Context: an optimization exercise on an open-source flow, tuned for small area, a short achievable clock period and few clock cycles per item. The choices shown serve that exercise and are no tape-out recipe. Only simulation tests tie the RTL to the original design; equivalence was not proved. No driver is modelled on the clock port, so clocking that relies on it looks cheaper here than on a real chip.

===== config.mk =====
export PLATFORM = sky130hd
export DESIGN_NAME = idct_top
export DESIGN_NICKNAME = idct_top
export VERILOG_FILES = /design/flow/design.v
export SDC_FILE = /design/flow/constraint.sdc
export NUM_CORES = 4
export LEC_CHECK = 0
export CAP_MARGIN = 20
export CORE_MARGIN = 2
export CORE_UTILIZATION = 62
export CTS_CLUSTER_DIAMETER = 100
export CTS_CLUSTER_SIZE = 24
export PLACE_DENSITY = 0.7
export SLEW_MARGIN = 20

===== constraint.sdc =====
create_clock -name core_clock -period 12.0 [get_ports {CLOCK_50_I}]
set_input_delay 2.4000 -clock core_clock [delete_from_list [all_inputs] [get_ports {CLOCK_50_I}]]
set_output_delay 2.4000 -clock core_clock [all_outputs]
set_load 0.01 [all_outputs]

===== design.v =====
`timescale 1ns/1ps
`default_nettype none
package idct_pkg;
	typedef logic [17:0] sram_addr_t;
	typedef logic signed [15:0] coef_t;
	typedef logic signed [31:0] acc_t;
	typedef logic [7:0] pixel_t;
	typedef logic [4:0] buf_addr_t;
	typedef logic signed [11:0] cos_t;
	typedef struct packed {
		pixel_t even;
		pixel_t odd;
	} pixel_pair_t;
	typedef struct packed {
		coef_t even;
		coef_t odd;
	} coef_pair_t;
	typedef struct packed {
		buf_addr_t addr;
		coef_pair_t data;
		logic we;
	} ram_port_t;
	typedef enum logic [2:0] {idle, fetch, pass_t, pass_s, write, done} phase_t;
	function automatic cos_t idct_coeff(input logic [2:0] k, input logic [2:0] n);
		case ({k, n})
			6'd0: idct_coeff = 12'sd1448;
			6'd1: idct_coeff = 12'sd1448;
			6'd2: idct_coeff = 12'sd1448;
			6'd3: idct_coeff = 12'sd1448;
			6'd4: idct_coeff = 12'sd1448;
			6'd5: idct_coeff = 12'sd1448;
			6'd6: idct_coeff = 12'sd1448;
			6'd7: idct_coeff = 12'sd1448;
			6'd8: idct_coeff = 12'sd2009;
			6'd9: idct_coeff = 12'sd1703;
			6'd10: idct_coeff = 12'sd1138;
			6'd11: idct_coeff = 12'sd400;
			6'd12: idct_coeff = -12'sd400;
			6'd13: idct_coeff = -12'sd1138;
			6'd14: idct_coeff = -12'sd1703;
			6'd15: idct_coeff = -12'sd2009;
			6'd16: idct_coeff = 12'sd1892;
			6'd17: idct_coeff = 12'sd784;
			6'd18: idct_coeff = -12'sd784;
			6'd19: idct_coeff = -12'sd1892;
			6'd20: idct_coeff = -12'sd1892;
			6'd21: idct_coeff = -12'sd784;
			6'd22: idct_coeff = 12'sd784;
			6'd23: idct_coeff = 12'sd1892;
			6'd24: idct_coeff = 12'sd1703;
			6'd25: idct_coeff = -12'sd400;
			6'd26: idct_coeff = -12'sd2009;
			6'd27: idct_coeff = -12'sd1138;
			6'd28: idct_coeff = 12'sd1138;
			6'd29: idct_coeff = 12'sd2009;
			6'd30: idct_coeff = 12'sd400;
			6'd31: idct_coeff = -12'sd1703;
			6'd32: idct_coeff = 12'sd1448;
			6'd33: idct_coeff = -12'sd1448;
			6'd34: idct_coeff = -12'sd1448;
			6'd35: idct_coeff = 12'sd1448;
			6'd36: idct_coeff = 12'sd1448;
			6'd37: idct_coeff = -12'sd1448;
			6'd38: idct_coeff = -12'sd1448;
			6'd39: idct_coeff = 12'sd1448;
			6'd40: idct_coeff = 12'sd1138;
			6'd41: idct_coeff = -12'sd2009;
			6'd42: idct_coeff = 12'sd400;
			6'd43: idct_coeff = 12'sd1703;
			6'd44: idct_coeff = -12'sd1703;
			6'd45: idct_coeff = -12'sd400;
			6'd46: idct_coeff = 12'sd2009;
			6'd47: idct_coeff = -12'sd1138;
			6'd48: idct_coeff = 12'sd784;
			6'd49: idct_coeff = -12'sd1892;
			6'd50: idct_coeff = 12'sd1892;
			6'd51: idct_coeff = -12'sd784;
			6'd52: idct_coeff = -12'sd784;
			6'd53: idct_coeff = 12'sd1892;
			6'd54: idct_coeff = -12'sd1892;
			6'd55: idct_coeff = 12'sd784;
			6'd56: idct_coeff = 12'sd400;
			6'd57: idct_coeff = -12'sd1138;
			6'd58: idct_coeff = 12'sd1703;
			6'd59: idct_coeff = -12'sd2009;
			6'd60: idct_coeff = 12'sd2009;
			6'd61: idct_coeff = -12'sd1703;
			6'd62: idct_coeff = 12'sd1138;
			6'd63: idct_coeff = -12'sd400;
			default: idct_coeff = 12'sd0;
		endcase
	endfunction
endpackage
`default_nettype wire
`timescale 1ns/1ps
`default_nettype none
module idct_top (
	input logic CLOCK_50_I,
	input logic Resetn,
	input logic start,
	input logic [15:0] sram_read_data,
	output logic [15:0] sram_write_data,
	output idct_pkg::sram_addr_t sram_address,
	output logic write_en_n,
	output logic finish
);
	logic run;
	logic [2:0] blk;
	logic [1:0] ph;
	logic [2:0] rr;
	logic [3:0] kk;
	logic [5:0] cc;
	localparam logic [1:0] PH_R = 2'd0, PH_G = 2'd1, PH_C = 2'd2, PH_T = 2'd3;
	logic f0_v, f0_col;
	logic [2:0] f0_r, f0_k;
	logic port_free;
	always_comb begin
		f0_v = 1'b0;
		f0_col = 1'b0;
		f0_r = rr;
		f0_k = kk[2:0];
		if (run) begin
			if (ph == PH_R) begin
				f0_v = !kk[3];
			end else if (ph == PH_C) begin
				f0_v = 1'b1;
				f0_col = 1'b1;
				f0_r = cc[5:3];
				f0_k = cc[2:0];
			end
		end
	end
	assign port_free = (ph != PH_R) || kk[3];
	logic fv [1:7];
	logic fcol [1:7];
	logic [2:0] fr [1:7];
	logic [2:0] fk [1:5];
	logic flast [6:7];
	always_ff @(posedge CLOCK_50_I or negedge Resetn) begin
		if (!Resetn) begin
			for (int i = 1; i <= 7; i++) fv[i] <= 1'b0;
		end else begin
			fv[1] <= f0_v;
			for (int i = 2; i <= 7; i++) fv[i] <= fv[i-1];
		end
	end
	always_ff @(posedge CLOCK_50_I) begin
		{fcol[1], fr[1], fk[1]} <= {f0_col, f0_r, f0_k};
		for (int i = 2; i <= 7; i++) begin
			{fcol[i], fr[i]} <= {fcol[i-1], fr[i-1]};
		end
		for (int i = 2; i <= 5; i++) fk[i] <= fk[i-1];
		flast[6] <= (fk[5] == 3'd7);
		flast[7] <= flast[6];
	end
	logic [7:0][127:0] tarr;
	logic signed [15:0] v;
	logic [127:0] t_new;
	logic t_wr;
	always_ff @(posedge CLOCK_50_I) begin
		if (fcol[3]) begin
			v <= tarr[7][fr[3]*16 +: 16];
		end else begin
			v <= sram_read_data;
		end
		tarr <= {tarr[6:0], (t_wr ? t_new : tarr[7])};
	end
	logic signed [27:0] x1, x3, x5, x7;
	logic signed [27:0] m [0:6];
	always_ff @(posedge CLOCK_50_I) begin
		x1 <= 28'(v);
		x3 <= (28'(v) <<< 1) + 28'(v);
		x5 <= (28'(v) <<< 2) + 28'(v);
		x7 <= (28'(v) <<< 3) - 28'(v);
		m[0] <= (x1 <<< 10) + (x3 <<< 7) + (x5 <<< 3);
		m[1] <= (x1 <<< 11) - (x5 <<< 3) + x1;
		m[2] <= (x1 <<< 11) - (x1 <<< 7) - (x7 <<< 2);
		m[3] <= (x3 <<< 9) + (x5 <<< 5) + x7;
		m[4] <= (x1 <<< 10) + (x1 <<< 7) - (x7 <<< 1);
		m[5] <= (x3 <<< 8) + (x1 <<< 4);
		m[6] <= (x3 <<< 7) + (x1 <<< 4);
	end
	logic [6:0] qs [0:3];
	logic [3:0] qa;
	logic [6:0] sel [0:3];
	logic [3:0] sa, sb;
	logic first;
	always_comb begin
		case (fk[5])
			3'd0: begin qs[0] = 7'd1;  qs[1] = 7'd1;  qs[2] = 7'd1;  qs[3] = 7'd1;  qa = 4'b0000; end
			3'd1: begin qs[0] = 7'd2;  qs[1] = 7'd8;  qs[2] = 7'd16; qs[3] = 7'd64; qa = 4'b0000; end
			3'd2: begin qs[0] = 7'd4;  qs[1] = 7'd32; qs[2] = 7'd32; qs[3] = 7'd4;  qa = 4'b1100; end
			3'd3: begin qs[0] = 7'd8;  qs[1] = 7'd64; qs[2] = 7'd2;  qs[3] = 7'd16; qa = 4'b1110; end
			3'd4: begin qs[0] = 7'd1;  qs[1] = 7'd1;  qs[2] = 7'd1;  qs[3] = 7'd1;  qa = 4'b0110; end
			3'd5: begin qs[0] = 7'd16; qs[1] = 7'd2;  qs[2] = 7'd64; qs[3] = 7'd8;  qa = 4'b0010; end
			3'd6: begin qs[0] = 7'd32; qs[1] = 7'd4;  qs[2] = 7'd4;  qs[3] = 7'd32; qa = 4'b1010; end
			default: begin qs[0] = 7'd64; qs[1] = 7'd16; qs[2] = 7'd8; qs[3] = 7'd2; qa = 4'b1010; end
		endcase
	end
	always_ff @(posedge CLOCK_50_I) begin
		for (int n = 0; n < 4; n++) sel[n] <= qs[n];
		sa <= qa;
		sb <= qa ^ {4{fk[5][0]}};
		first <= (fk[5] == 3'd0);
	end
	logic signed [29:0] acc_a [0:3];
	logic signed [29:0] acc_b [0:3];
	logic signed [29:0] nxt_a [0:3];
	logic signed [29:0] nxt_b [0:3];
	logic signed [27:0] p [0:3];
	logic [29:0] pa [0:3];
	logic [29:0] pb [0:3];
	logic [30:0] sum_a [0:3];
	logic [30:0] sum_b [0:3];
	always_comb begin
		for (int n = 0; n < 4; n++) begin
			p[n] = '0;
			for (int i = 0; i < 7; i++) p[n] = p[n] | (m[i] & {28{sel[n][i]}});
			pa[n] = 30'(p[n]) ^ {30{sa[n]}};
			pb[n] = 30'(p[n]) ^ {30{sb[n]}};
			sum_a[n] = {first ? 30'd0 : acc_a[n], 1'b1} + {pa[n], sa[n]};
			sum_b[n] = {first ? 30'd0 : acc_b[n], 1'b1} + {pb[n], sb[n]};
			nxt_a[n] = sum_a[n][30:1];
			nxt_b[n] = sum_b[n][30:1];
		end
	end
	always_ff @(posedge CLOCK_50_I) begin
		for (int n = 0; n < 4; n++) begin
			acc_a[n] <= nxt_a[n];
			acc_b[n] <= nxt_b[n];
		end
	end
	assign t_wr = fv[6] && !fcol[6] && flast[6];
	assign t_new = {nxt_b[0][23:8], nxt_b[1][23:8], nxt_b[2][23:8], nxt_b[3][23:8],
		nxt_a[3][23:8], nxt_a[2][23:8], nxt_a[1][23:8], nxt_a[0][23:8]};
	function automatic logic [7:0] clip(input logic signed [29:0] s);
		if (s[29]) clip = 8'd0;
		else if (|s[28:24]) clip = 8'd255;
		else clip = s[23:16];
	endfunction
	logic [7:0][7:0] pb_hi, pb_lo;
	logic [7:0][7:0] pix;
	logic pix_ld;
	always_comb begin
		for (int n = 0; n < 4; n++) begin
			pix[n] = clip(acc_a[n]);
			pix[7 - n] = clip(acc_b[n]);
		end
	end
	assign pix_ld = fv[7] && fcol[7] && flast[7];
	always_ff @(posedge CLOCK_50_I) begin
		if (pix_ld) begin
			if (!fr[7][0]) pb_hi <= pix;
			else pb_lo <= pix;
		end
	end
	logic wpend;
	logic [2:0] widx;
	logic [2:0] wblk;
	logic [1:0] wpair;
	logic wr_go;
	logic last_wr;
	assign wr_go = run && wpend && port_free;
	assign last_wr = (wblk == 3'd7) && (wpair == 2'd3) && (widx == 3'd7);
	always_ff @(posedge CLOCK_50_I or negedge Resetn) begin
		if (!Resetn) begin
			run <= 1'b0;
			blk <= '0;
			ph <= PH_R;
			rr <= '0;
			kk <= '0;
			cc <= '0;
			wpend <= 1'b0;
			widx <= '0;
			write_en_n <= 1'b1;
			finish <= 1'b0;
		end else begin
			finish <= 1'b0;
			write_en_n <= 1'b1;
			if (!run) begin
				if (start) begin
					run <= 1'b1;
					blk <= '0;
					ph <= PH_R;
					rr <= '0;
					kk <= '0;
					cc <= '0;
					wpend <= 1'b0;
				end
			end else begin
				case (ph)
					PH_R: begin
						kk <= kk[3] ? 4'd0 : kk + 4'd1;
						if (kk[3]) begin
							rr <= rr + 3'd1;
							if (rr == 3'd7) ph <= PH_G;
						end
					end
					PH_G: begin
						kk <= kk[0] ? 4'd0 : kk + 4'd1;
						if (kk[0]) ph <= PH_C;
					end
					PH_C: begin
						cc <= cc + 6'd1;
						if (cc == 6'd63) begin
							if (blk == 3'd7) begin
								ph <= PH_T;
							end else begin
								ph <= PH_R;
								blk <= blk + 3'd1;
							end
						end
					end
					default: ;
				endcase
				if (wr_go) begin
					write_en_n <= 1'b0;
					widx <= widx + 3'd1;
					if (widx == 3'd7) wpend <= 1'b0;
					if (last_wr) begin
						finish <= 1'b1;
						run <= 1'b0;
					end
				end
				if (pix_ld && fr[7][0]) begin
					wpend <= 1'b1;
					widx <= '0;
				end
			end
		end
	end
	always_ff @(posedge CLOCK_50_I) begin
		if (pix_ld && fr[7][0]) begin
			wblk <= (ph == PH_R) ? blk - 3'd1 : blk;
			wpair <= fr[7][2:1];
		end
		if (wr_go) begin
			sram_address <= 18'(1024) + 18'({wblk[2], widx, wblk[1:0], wpair});
			sram_write_data <= {pb_hi[widx], pb_lo[widx]};
		end else begin
			sram_address <= 18'({blk[2], rr, blk[1:0], kk[2:0]});
		end
	end
endmodule
`default_nettype wire

===== flow/run.sh =====
#!/bin/bash
# Standard ORFS layout, plus extra setup repair right after CTS (post_cts.tcl)
# and after global routing (post_grt.tcl), both working toward a shorter
# period than the 12 ns constraint, which the standard repair never does
# since every path already meets 12 ns. The SDC, the clock period and every
# other step are the standard flow's own.
set -euo pipefail
export POST_CTS_TCL="$PWD/flow/post_cts.tcl"
export POST_GLOBAL_ROUTE_TCL="$PWD/flow/post_grt.tcl"
bash standard.sh > standard_flow.log 2>&1

===== flow/post_cts.tcl =====
# Extra setup repair after CTS: aim for 7.8 ns of slack at the 12 ns
# constraint, i.e. a 4.2 ns period, by resizing and buffering.
puts "post_cts: extra repair_timing, setup margin 7.8 ns"
estimate_parasitics -placement
report_worst_slack
repair_timing -setup -setup_margin 7.8 -verbose
detailed_placement
check_placement -verbose
estimate_parasitics -placement
report_worst_slack
report_design_area

===== flow/post_grt.tcl =====
# Extra setup repair after global routing, with global-route parasitics,
# toward the same short period as post_cts.tcl; hold is repaired too.
puts "post_grt: extra repair_timing"
estimate_parasitics -global_routing
report_worst_slack
global_route -start_incremental
repair_timing -setup_margin 7.8 -verbose
detailed_placement
global_route -end_incremental
estimate_parasitics -global_routing
report_worst_slack
report_worst_slack -min
report_design_area

===== standard.sh =====
#!/bin/bash
# synth_recipe.tcl (not shown) runs the flow's synth.tcl, then flattens the netlist and writes it again
# the make line also repeats each setting of config.mk as NAME=value (left out here)
make -C /OpenROAD-flow-scripts/flow DESIGN_CONFIG=/design/flow/config.mk WORK_HOME=/design/flow/orfs CLKGATE_MAP_FILE= SYNTH_SCRIPT=/design/flow/synth_recipe.tcl "${@:-finish}"

==> results.txt, run 1 <==
Status -> no timing/DRC/antenna violations
Relative slew slack -> 25.1%
Fill cell count -> 8509
TritonRoute pass-1 iters -> 10
Final HPWL DP -> 137000 µm
Residual DRC count -> 0
RR Endpoint -> acc_a[3][29]
Crit share post-route -> 35.2%
Register area share after synthesis -> 52.5%
Nets -> 6903
Port buffer count -> 46
Worst R2R Start -> sel[3][5]
Fraction of registers with async set/reset -> 1.82%
Hold worst-path end -> tarr[434]
Critical path class -> flop to flop
Total Wirelength -> 183000 µm
Crit path required time -> 12.60 ns
Hold Vio Cnt, Final -> 0
Tightest Hold Check Type -> flop to flop
Fin util -> 67.9%
WL/cell -> 23.3 µm
CTS tree -> built
Die Width -> 341 µm
Seq cells post-synth -> 1762
Tightest Pin Transition -> 1.12 ns
Period minus WS final -> 4.22 ns
Hold Path Origin -> tarr[306]
Register area -> 0.0370 mm²
Die Ht -> 341 µm
CTS clock-pin slew for the worst setup and hold paths -> 0.10 ns
Antenna viol nets, final -> 0
Netlist cell types -> 88
Post-Syn Area -> 0.0704 mm²
Post-Syn Instances -> 6304
Clock Skew -> 0.0632 ns
Vias in the first global route -> 43882
Standard-cell rows -> 123
Grt ovf -> 0
Fmax -> 0.237 GHz
All-Layer GR Usage -> 30.9%
Reg2reg path depth -> 15
Via count -> 46276
Initial antenna violation count -> 4
Clk sinks -> 1762
Synth area leaders -> dfxtp_1, ha_1, edfxtp_1
First-pass GRT wire length -> 271000 µm
Commonest cells post-synth -> dfxtp_1, ha_1, nor2_1
Post-synth EDFFs -> 149
Vias per inst -> 5.88
Initial Util -> 62.6%
CP endpoint kind -> flop
Largest net degree at the start of global routing -> 124
Routability cong. -> 0.981
Iteration-0 DRC Markers -> 3951
IO Count -> 55
Ys flop type -> dfxtp_1
Reg2Reg Setup Slack -> 7.78 ns
DIE AREA -> 0.116 mm²
Synthesis-to-finish area growth -> 8.61%
Most numerous cell in the Yosys netlist -> dfxtp_1
Multi-input logic area -> 0.0327 mm²
Syn avg cell area -> 11.2 µm²
Share of the synthesized area in the top cell type -> 45.0%
Max Transition Viols Final -> 0
Synth Warn # -> 18
Max cap viols -> 0
Clock latency on the worst-skew pair -> 0.74 ns
Synth area leader -> dfxtp_1
Layout cells sized above 1 -> 9.81%
Critical path launch point type -> flop
Core Region -> 0.112 mm²
Arr. time, crit path -> 4.82 ns
Critical path origin -> sel[3][5]
Final setup violating endpoints -> 0
Setup tns final -> 0 ns
Worst Path Max Fanout -> 50
Worst hold stages -> 0
[layer usage]
layer	track usage (%)	share of wire (%)
met5	0	0.0065
met4	11.5	4.5
met3	3.79	5.4
met2	51.5	47
met1	41.4	43
[logic make-up after synthesis]
kind of cell,synth area share (%)
DFF,52.5
and+or+nand+nor,9.93
adders and majority gates,10.6
muxes,4.72
AOI/OAI and AO/OA,12.4
buffers and inverters,2.53
xor gates and xnor gates,7.38
other,0.00533
[flip-flops by register name, indices dropped and copies added, names as in the netlist, 4 cells and up]
register and flops:
tarr 1024, m 165, acc_a 120, acc_b 120
pb_hi 64, pb_lo 64, fr 21, x7 20
x5 17, sram_write_data 16, v 16, fk 15
x3 15, x1 14, sram_address 10, fcol 7
fv 7, sel 7, cc 6, kk 4
sb 4
[how the worst max path moves through the flow]
stage,cells past startpoint,slack [ns],endpoint
after floorplan,4,7.69,widx[0]
after global placement,13,7.17,tarr[30]
after detailed placement,14,7.14,tarr[108]
final,15,7.78,acc_a[3][29]
[critical path, stage by stage (launching register included)]
cell,delay (ns)
dfxtp_1,0.33
buf_12,0.18
a222oi_1,0.42
nand3_1,0.20
xor2_1,0.20
ha_1,0.40
a21o_1,0.23
a31oi_1,0.17
o211ai_1,0.18
nor4_4,0.40
o31ai_4,0.15
o31a_1,0.35
a31o_4,0.30
a2111oi_4,0.32
o21bai_1,0.12
xnor2_1,0.13
[placed cells by master, fill, tap and decap left out, types with 28 or more instances in the layout]
cell             synthesis  routed
edfxtp_1               149     149
o21a_1                  46      45
nand4_1                 38      38
mux2_2                 141     141
nand2_1                267     266
dfrtp_1                 31      30
nand2b_1                49      48
ha_1                   469     462
a22oi_1                184     184
mux4_2                  64      64
nand3_1                157     130
o21bai_1                71      71
buf_4                    8      88
mux2i_1                 28      28
a21oi_1                313     296
dfxtp_1               1581    1554
inv_1                  247     246
fa_1                    78      78
o21ai_0                168     155
clkbuf_16                0      87
xnor2_1                290     285
nor3_1                  97      93
xor2_1                 303     289
nor2_1                 399     397
clkdlybuf4s50_1          0      46
nor2b_1                301     300
and3_1                  34      34
a222oi_1                53      53
a21o_1                 156     156
[through the flow]
step / cell area (µm²) / hold WS (ns) / worst slack [ns] / std cells
6_report: 76400 / 0.304 / 7.78 / 7865
2_1_floorplan: 70400 / 0.310 / 7.69 / 6311
3_3_place_gp: 72200 / 0.310 / 7.17 / 7670
3_5_place_dp: 72200 / 0.312 / 7.14 / 7670
[final cells by class]
type                    instances  area share, %
flip-flops and latches       1762           48.4
multi-input cells            4084           42.8
clock buffers                 101           2.83
well taps                    1500           2.46
repair buffers                157           1.99
inverters                     248           1.22
clock inverters                11          0.249
diodes                          2        0.00655
Testbench counts, summed over its fixed seeds: cycles 35,872, images 32.
==> inputs of run 2 (changes only) <==
==> flow/post_cts.tcl (replaced) <==
# Extra setup repair after CTS: aim for 8.0 ns of slack at the 12 ns
# constraint, i.e. a 4.0 ns period, by resizing and buffering.
puts "post_cts: extra repair_timing, setup margin 8.0 ns"
estimate_parasitics -placement
report_worst_slack
repair_timing -setup -setup_margin 8.0 -verbose
detailed_placement
check_placement -verbose
estimate_parasitics -placement
report_worst_slack
report_design_area
--- a/flow/post_grt.tcl
+++ b/flow/post_grt.tcl
@@ -4,7 +4,7 @@
 estimate_parasitics -global_routing
 report_worst_slack
 global_route -start_incremental
-repair_timing -setup_margin 7.8 -verbose
+repair_timing -setup_margin 8.0 -verbose
 detailed_placement
 global_route -end_incremental
 estimate_parasitics -global_routing
--- a/config.mk
+++ b/config.mk
@@ -7,8 +7,8 @@
 export LEC_CHECK = 0
 export CAP_MARGIN = 20
 export CORE_MARGIN = 2
-export CORE_UTILIZATION = 62
+export CORE_UTILIZATION = 55
 export CTS_CLUSTER_DIAMETER = 100
 export CTS_CLUSTER_SIZE = 24
-export PLACE_DENSITY = 0.7
+export PLACE_DENSITY = 0.65
 export SLEW_MARGIN = 20
==> results.txt, run 2 <==
Status -> no timing/DRC/antenna violations
First-pass GRT wire length -> 274000 µm
Setup tns final -> 0 ns
CTS tree -> built
Largest registers -> tarr x1024, m x165
Synth Warn # -> 18
Worst Path Max Fanout -> 7
Iteration-0 DRC Markers -> 4517
Fmax -> 0.231 GHz
TritonRoute pass-1 iters -> 13
Post-synth EDFFs -> 149
WL/cell -> 23.0 µm
Die Ht -> 362 µm
CP endpoint kind -> flop
Vias in the first global route -> 43784
Slowest cell delay on critical path -> 0.46 ns
Largest net degree at the start of global routing -> 153
Core Region -> 0.127 mm²
Placed cells -> 7830
IO Count -> 55
Antenna viol nets, final -> 0
Post-Syn Area -> 0.0704 mm²
Nets -> 6976
Seq cells post-synth -> 1762
Max cap viols -> 0
CTS clock-pin slew for the worst setup and hold paths -> 0.10 ns
Commonest non-fill, non-tap cell in the layout -> dfxtp_1
Residual DRC count -> 0
Relative slew slack -> 26.4%
Crit path required time -> 12.62 ns
Hold Vio Cnt, Final -> 0
Final HPWL DP -> 136000 µm
Initial antenna violation count -> 2
Critical path launch point type -> flop
Port buffer count -> 46
Clk sinks -> 1762
Syn avg cell area -> 11.2 µm²
Post-Syn Instances -> 6304
All-Layer GR Usage -> 27.7%
Fraction of registers with async set/reset -> 1.82%
Most frequent cells in the layout -> dfxtp_1, ha_1, nor2_1
DIE AREA -> 0.131 mm²
Total Wirelength -> 187000 µm
Ys flop type -> dfxtp_1
Register area share after synthesis -> 52.5%
Most numerous cell in the Yosys netlist -> dfxtp_1
Routability cong. -> 0.948
Clock latency on the worst-skew pair -> 0.75 ns
Netlist cell types -> 88
Synth area leaders -> dfxtp_1, ha_1, edfxtp_1
Top reg by flops -> tarr
Cell mode on critical path -> buf_6
Max Transition Viols Final -> 0
Critical path, cell by cell -> buf_6, buf_6, a222oi_1, nand3_2, buf_6, xor2_1, ha_1, a21oi_1, o21a_1, o41ai_4, buf_4, a31oi_4, nand4b_1, buf_12, a31oi_4, a221o_1, xor2_1, mux2_2
Synthesis-to-finish area growth -> 11.4%
Tightest Pin Transition -> 1.10 ns
Die Width -> 362 µm
Initial Util -> 55.3%
Critical path class -> flop to flop
Synth area leader -> dfxtp_1
Critical path buffer and inverter count -> 5
Layout cells sized above 1 -> 12.9%
Grt ovf -> 0
Non-Filler Instances -> 8109
Vias per inst -> 5.71
Via count -> 46297
Max reg flops -> 1024
Final setup violating endpoints -> 0
Min Hold Slack -> 0.302 ns
Top cell family by delay on the critical path -> compound AO/OA/AOI/OAI gates
Share of the synthesized area in the top cell type -> 45.0%
Arr. time, crit path -> 4.95 ns
Tightest Hold Check Type -> flop to flop
Period minus WS final -> 4.33 ns
Crit share post-route -> 36.1%
Commonest cells post-synth -> dfxtp_1, ha_1, nor2_1
Standard-cell rows -> 131
Clock Skew -> 0.0525 ns
Crit path max-delay cell type -> a222oi_1
[run 2: metal layers]
| layer | global-route usage (%) | routed length (µm) | vias to the layer above |
|---|---|---|---|
| met4 | 9.90 | 7350 | 0 |
| li1 | - | - | 22292 |
| met5 | 0 | 0 | - |
| met1 | 38.5 | 84800 | 22412 |
| met3 | 3.56 | 9240 | 303 |
| met2 | 44.7 | 85100 | 1290 |
[run 2: cell type report]
cell class	instances	area, µm²
flip-flops and latches	1762	37000
clock inverters	14	218
inverters	248	946
well taps	1662	2080
repair buffers	228	2220
clock buffers	109	2310
fillers	10290	48800
diodes	2	5.00
multi-input cells	4084	33600
[run 2: cell families after synthesis]
kind of cell               count (synthesis)  synth area share, %
muxes                                    234                 4.72
adders and majority gates                547                 10.6
buffers and inverters                    465                 2.53
AOI/OAI and AO/OA                       1278                 12.4
xor gates and xnor gates                 593                 7.38
DFF                                     1762                 52.5
and+or+nand+nor                         1424                 9.93
other                                      1              0.00533
[run 2: path summary, 6_finish.rpt]
| check | start | to | slack (ns) | depth (start not counted) |
|---|---|---|---|---|
| worst min-delay path | tarr[396] | tarr[524] | 0.30 | 0 |
| max in group asynchronous | Resetn | write_en_n | 9.58 | 2 |
| worst max-delay path | sel[3][5] | tarr[95] | 7.67 | 18 |
| worst max register to register | sel[3][5] | tarr[95] | 7.67 | 18 |
| worst min register to register | tarr[396] | tarr[524] | 0.30 | 0 |
| min in group asynchronous | Resetn | blk[2] | 2.07 | 2 |
[run 2: stage by stage]
step	utilization, %	worst slack [ns]	instance area (µm²)
final	61.6	7.67	78400
after detailed placement	56.9	6.90	72400
after floorplan	-	7.69	70400
after global placement	56.9	6.88	72400
==> inputs of run 3 (changes only) <==
--- a/design.v
+++ b/design.v
@@ -131,27 +131,24 @@
 		end
 	end
 	assign port_free = (ph != PH_R) || kk[3];
-	logic fv [1:7];
-	logic fcol [1:7];
-	logic [2:0] fr [1:7];
-	logic [2:0] fk [1:5];
-	logic flast [6:7];
+	logic fv [1:8];
+	logic fcol [1:8];
+	logic [2:0] fr [1:8];
+	logic [2:0] fk [1:8];
+	logic [2:0] fb [1:8];
 	always_ff @(posedge CLOCK_50_I or negedge Resetn) begin
 		if (!Resetn) begin
-			for (int i = 1; i <= 7; i++) fv[i] <= 1'b0;
+			for (int i = 1; i <= 8; i++) fv[i] <= 1'b0;
 		end else begin
 			fv[1] <= f0_v;
-			for (int i = 2; i <= 7; i++) fv[i] <= fv[i-1];
+			for (int i = 2; i <= 8; i++) fv[i] <= fv[i-1];
 		end
 	end
 	always_ff @(posedge CLOCK_50_I) begin
-		{fcol[1], fr[1], fk[1]} <= {f0_col, f0_r, f0_k};
-		for (int i = 2; i <= 7; i++) begin
-			{fcol[i], fr[i]} <= {fcol[i-1], fr[i-1]};
+		{fcol[1], fr[1], fk[1], fb[1]} <= {f0_col, f0_r, f0_k, blk};
+		for (int i = 2; i <= 8; i++) begin
+			{fcol[i], fr[i], fk[i], fb[i]} <= {fcol[i-1], fr[i-1], fk[i-1], fb[i-1]};
 		end
-		for (int i = 2; i <= 5; i++) fk[i] <= fk[i-1];
-		flast[6] <= (fk[5] == 3'd7);
-		flast[7] <= flast[6];
 	end
 	logic [7:0][127:0] tarr;
 	logic signed [15:0] v;
@@ -183,8 +180,8 @@
 	logic [6:0] qs [0:3];
 	logic [3:0] qa;
 	logic [6:0] sel [0:3];
-	logic [3:0] sa, sb;
-	logic first;
+	logic [3:0] sa, sb, sa6, sb6;
+	logic first, first6;
 	always_comb begin
 		case (fk[5])
 			3'd0: begin qs[0] = 7'd1;  qs[1] = 7'd1;  qs[2] = 7'd1;  qs[3] = 7'd1;  qa = 4'b0000; end
@@ -199,9 +196,12 @@
 	end
 	always_ff @(posedge CLOCK_50_I) begin
 		for (int n = 0; n < 4; n++) sel[n] <= qs[n];
-		sa <= qa;
-		sb <= qa ^ {4{fk[5][0]}};
-		first <= (fk[5] == 3'd0);
+		sa6 <= qa;
+		sb6 <= qa ^ {4{fk[5][0]}};
+		first6 <= (fk[5] == 3'd0);
+		sa <= sa6;
+		sb <= sb6;
+		first <= first6;
 	end
 	logic signed [29:0] acc_a [0:3];
 	logic signed [29:0] acc_b [0:3];
@@ -214,8 +214,6 @@
 	logic [30:0] sum_b [0:3];
 	always_comb begin
 		for (int n = 0; n < 4; n++) begin
-			p[n] = '0;
-			for (int i = 0; i < 7; i++) p[n] = p[n] | (m[i] & {28{sel[n][i]}});
 			pa[n] = 30'(p[n]) ^ {30{sa[n]}};
 			pb[n] = 30'(p[n]) ^ {30{sb[n]}};
 			sum_a[n] = {first ? 30'd0 : acc_a[n], 1'b1} + {pa[n], sa[n]};
@@ -224,13 +222,22 @@
 			nxt_b[n] = sum_b[n][30:1];
 		end
 	end
+	function automatic logic [27:0] pick(input logic [6:0] oh, input logic [6:0][27:0] mm);
+		pick = '0;
+		for (int i = 0; i < 7; i++) pick = pick | (mm[i] & {28{oh[i]}});
+	endfunction
+	logic [6:0][27:0] m_all;
+	always_comb for (int i = 0; i < 7; i++) m_all[i] = m[i];
+	always_ff @(posedge CLOCK_50_I) begin
+		for (int n = 0; n < 4; n++) p[n] <= pick(sel[n], m_all);
+	end
 	always_ff @(posedge CLOCK_50_I) begin
 		for (int n = 0; n < 4; n++) begin
 			acc_a[n] <= nxt_a[n];
 			acc_b[n] <= nxt_b[n];
 		end
 	end
-	assign t_wr = fv[6] && !fcol[6] && flast[6];
+	assign t_wr = fv[7] && !fcol[7] && (fk[7] == 3'd7);
 	assign t_new = {nxt_b[0][23:8], nxt_b[1][23:8], nxt_b[2][23:8], nxt_b[3][23:8],
 		nxt_a[3][23:8], nxt_a[2][23:8], nxt_a[1][23:8], nxt_a[0][23:8]};
 	function automatic logic [7:0] clip(input logic signed [29:0] s);
@@ -247,10 +254,10 @@
 			pix[7 - n] = clip(acc_b[n]);
 		end
 	end
-	assign pix_ld = fv[7] && fcol[7] && flast[7];
+	assign pix_ld = fv[8] && fcol[8] && (fk[8] == 3'd7);
 	always_ff @(posedge CLOCK_50_I) begin
 		if (pix_ld) begin
-			if (!fr[7][0]) pb_hi <= pix;
+			if (!fr[8][0]) pb_hi <= pix;
 			else pb_lo <= pix;
 		end
 	end
@@ -297,8 +304,8 @@
 						end
 					end
 					PH_G: begin
-						kk <= kk[0] ? 4'd0 : kk + 4'd1;
-						if (kk[0]) ph <= PH_C;
+						kk <= (kk == 4'd2) ? 4'd0 : kk + 4'd1;
+						if (kk == 4'd2) ph <= PH_C;
 					end
 					PH_C: begin
 						cc <= cc + 6'd1;
@@ -322,7 +329,7 @@
 						run <= 1'b0;
 					end
 				end
-				if (pix_ld && fr[7][0]) begin
+				if (pix_ld && fr[8][0]) begin
 					wpend <= 1'b1;
 					widx <= '0;
 				end
@@ -330,9 +337,9 @@
 		end
 	end
 	always_ff @(posedge CLOCK_50_I) begin
-		if (pix_ld && fr[7][0]) begin
-			wblk <= (ph == PH_R) ? blk - 3'd1 : blk;
-			wpair <= fr[7][2:1];
+		if (pix_ld && fr[8][0]) begin
+			wblk <= fb[8];
+			wpair <= fr[8][2:1];
 		end
 		if (wr_go) begin
 			sram_address <= 18'(1024) + 18'({wblk[2], widx, wblk[1:0], wpair});
==> flow/post_cts.tcl (replaced) <==
# Extra setup repair after CTS: aim for 7.8 ns of slack at the 12 ns
# constraint, i.e. a 4.2 ns period, by resizing and buffering.
puts "post_cts: extra repair_timing, setup margin 7.8 ns"
estimate_parasitics -placement
report_worst_slack
repair_timing -setup -setup_margin 7.8 -verbose
detailed_placement
check_placement -verbose
estimate_parasitics -placement
report_worst_slack
report_design_area
--- a/flow/post_grt.tcl
+++ b/flow/post_grt.tcl
@@ -4,7 +4,7 @@
 estimate_parasitics -global_routing
 report_worst_slack
 global_route -start_incremental
-repair_timing -setup_margin 8.0 -verbose
+repair_timing -setup_margin 7.8 -verbose
 detailed_placement
 global_route -end_incremental
 estimate_parasitics -global_routing
--- a/config.mk
+++ b/config.mk
@@ -9,6 +9,6 @@
 export CORE_MARGIN = 2
 export CORE_UTILIZATION = 55
 export CTS_CLUSTER_DIAMETER = 100
-export CTS_CLUSTER_SIZE = 24
+export CTS_CLUSTER_SIZE = 20
 export PLACE_DENSITY = 0.65
 export SLEW_MARGIN = 20
==> results.txt, run 3 <==
Core Region -> 0.135 mm²
Crit path max-delay cell type -> dfxtp_2
Synth area leaders -> dfxtp_1, ha_1, edfxtp_1
Hold Vio Cnt, Final -> 0
Clock Skew -> 0.0296 ns
Setup tns final -> 0 ns
Clk sinks -> 1916
Post-route design area -> 0.0797 mm²
Standard-cell rows -> 135
Critical path class -> flop to flop
Non-Filler Instances -> 8552
Tightest Hold Check Type -> flop to flop
Synth area leader -> dfxtp_1
IO Count -> 55
Period minus WS final -> 4.12 ns
Final HPWL DP -> 147000 µm
All-Layer GR Usage -> 27.4%
DIE AREA -> 0.138 mm²
Via count -> 48744
Initial antenna violation count -> 7
Tightest Pin Transition -> 1.12 ns
Max cap viols -> 0
Iteration-0 DRC Markers -> 4102
Largest net degree at the start of global routing -> 105
First-pass GRT wire length -> 285000 µm
Critical path launch point type -> flop
Crit share post-route -> 34.3%
Synth Warn # -> 18
Most frequent cells in the layout -> dfxtp_1, nand2_1, ha_1
Placed cells -> 8402
Worst R2R Start -> sb[1]
Status -> no timing/DRC/antenna violations
Commonest non-fill, non-tap cell in the layout -> dfxtp_1
DP Area -> 0.0766 mm²
Total Wirelength -> 191000 µm
Slowest cell delay on critical path -> 0.99 ns
Netlist cell types -> 93
TritonRoute pass-1 iters -> 9
Post-Syn Instances -> 6769
Critical path origin -> sb[1]
Fmax -> 0.243 GHz
Post-synth EDFFs -> 149
Fraction of registers with async set/reset -> 1.72%
Worst Path Max Fanout -> 31
Hold Path Origin -> tarr[616]
Die Width -> 372 µm
Vias per inst -> 5.70
Fill cell count -> 11290
Arr. time, crit path -> 4.73 ns
Min Hold Slack -> 0.315 ns
Ys flop type -> dfxtp_1
Die Ht -> 372 µm
Routability cong. -> 0.957
Relative slew slack -> 25.1%
Clock latency on the worst-skew pair -> 0.74 ns
Nets -> 7297
Post-Syn Area -> 0.0745 mm²
Share of the synthesized area in the top cell type -> 46.6%
Final setup violating endpoints -> 0
Most numerous cell in the Yosys netlist -> dfxtp_1
Max Transition Viols Final -> 0
Initial Util -> 55.2%
WL/cell -> 22.4 µm
Grt ovf -> 0
Port buffer count -> 46
Register area share after synthesis -> 53.7%
Residual DRC count -> 0
Largest registers -> tarr x1024, m x165
CTS clock-pin slew for the worst setup and hold paths -> 0.08 ns
Antenna viol nets, final -> 0
Synthesis-to-finish area growth -> 6.92%
Commonest cells post-synth -> dfxtp_1, nand2_1, ha_1
CTS tree -> built
Seq cells post-synth -> 1916
Syn avg cell area -> 11.0 µm²
CP endpoint kind -> flop
Layout cells sized above 1 -> 5.73%
Max reg flops -> 1024
Critical path, cell by cell -> xor2_1, ha_1, nand3_1, or4_1, o211ai_2, a211o_1, a21oi_2, o41ai_2, a21oi_2, xor2_1
Vias in the first global route -> 46352
Top reg by flops -> tarr
Crit path required time -> 12.61 ns
==> run 3: cell types whose count changed in the layout (fill, tap and decap cells not counted), sizes merged, moves of 26 or more <==
cell           before   now
nand3             157   190
a21oi             313   350
mux2              141    67
nand2             267   514
a21o              156   216
dlymetal6s2s       28     1
clkdlybuf4s50      18    44
buf               181    38
dfxtp            1581  1734
==> run 3: through the flow <==
stage | utilization (%) | worst slack [ns]
3_3_place_gp | 56.7 | 7.19
3_5_place_dp | 56.7 | 7.11
6_report | 59.0 | 7.88
2_1_floorplan | - | 5.59
==> run 3: cell families after synthesis <==
kind of cell | count (synthesis) | share of synthesized area, %
AO/OA/AOI/OAI | 1347 | 12.4
buffers and inverters | 462 | 2.39
adder cells (fa/ha/maj) | 547 | 9.97
XOR/XNOR | 593 | 6.97
multiplexers | 153 | 3.24
AND/OR/NAND/NOR | 1750 | 11.3
flip-flops | 1916 | 53.7
other | 1 | 0.00503
==> run 3: critical path, delay by kind of cell (launching register included) <==
family                   cells  cell delay [ns]
AO/OA/AOI/OAI                5             1.13
flip-flops                   1             0.99
AND/OR/NAND/NOR              2             0.84
adder cells (fa/ha/maj)      1             0.49
XOR/XNOR                     2             0.47
==> run 3: path summary, 6_finish.rpt <==
path                           endpoint  slack, ns  depth (start not counted)
max                        acc_b[1][29]       7.88                         10
min                           tarr[744]       0.31                          0
max reg2reg                acc_b[1][29]       7.88                         10
min reg2reg                   tarr[744]       0.31                          0
max in group asynchronous       widx[0]       9.75                          1
min in group asynchronous         rr[1]       1.73                          1
==> run 3: area by class of cell <==
type | instances | area, µm² | share of cell area, %
Antenna cell | 4 | 10.0 | 0.0126
Clock buffer | 133 | 2810 | 3.52
Clock inverter | 12 | 163 | 0.204
Inverter | 225 | 845 | 1.06
Multi-Input combinational cell | 4398 | 32800 | 41.2
Sequential cell | 1916 | 40000 | 50.3
Tap cell | 1781 | 2230 | 2.80
Timing Repair Buffer | 83 | 776 | 0.974
==> run 3: per-layer routing <==
metal	GRT usage, %	vias to the layer above	wire length [µm]
li1	-	23420	-
met1	39.6	23627	88900
met2	43.4	1447	85500
met3	2.76	248	10800
met4	8.79	2	6040
met5	0	-	13
Testbench counts of run 3, summed over its fixed seeds: cycles 36,160, images 32.

what the ideal ports hide:
Ports are ideal in the flow. The routed layouts listed here were re-timed in OpenROAD.
Step 1: set_driving_cell puts a clkbuf_16 on CLOCK_50_I and a buf_2 on each other input, an assumption about the parent block.
Step 2 also shifts input and output timing later by t, the mid clock arrival at the registers, as if the neighbouring blocks saw the same clock.
Three values: ideal, step 1, step 2; two values: the first two.
run | t, ns | slack for setup (ns) | worst register clock-pin slew, ns
run 1 | 0.778 | 7.782 / 7.782 / 7.782 | 0.11 / 0.11
run 2 | 0.804 | 7.670 / 7.670 / 7.670 | 0.11 / 0.11
run 3 | 0.808 | 7.883 / 7.883 / 7.371 | 0.09 / 0.09
After both steps setup and hold are still met in every run listed. For run 3, which loses most, drivers alone change the setup slack by 0.000 ns; drivers and shift together by -0.512 ns.
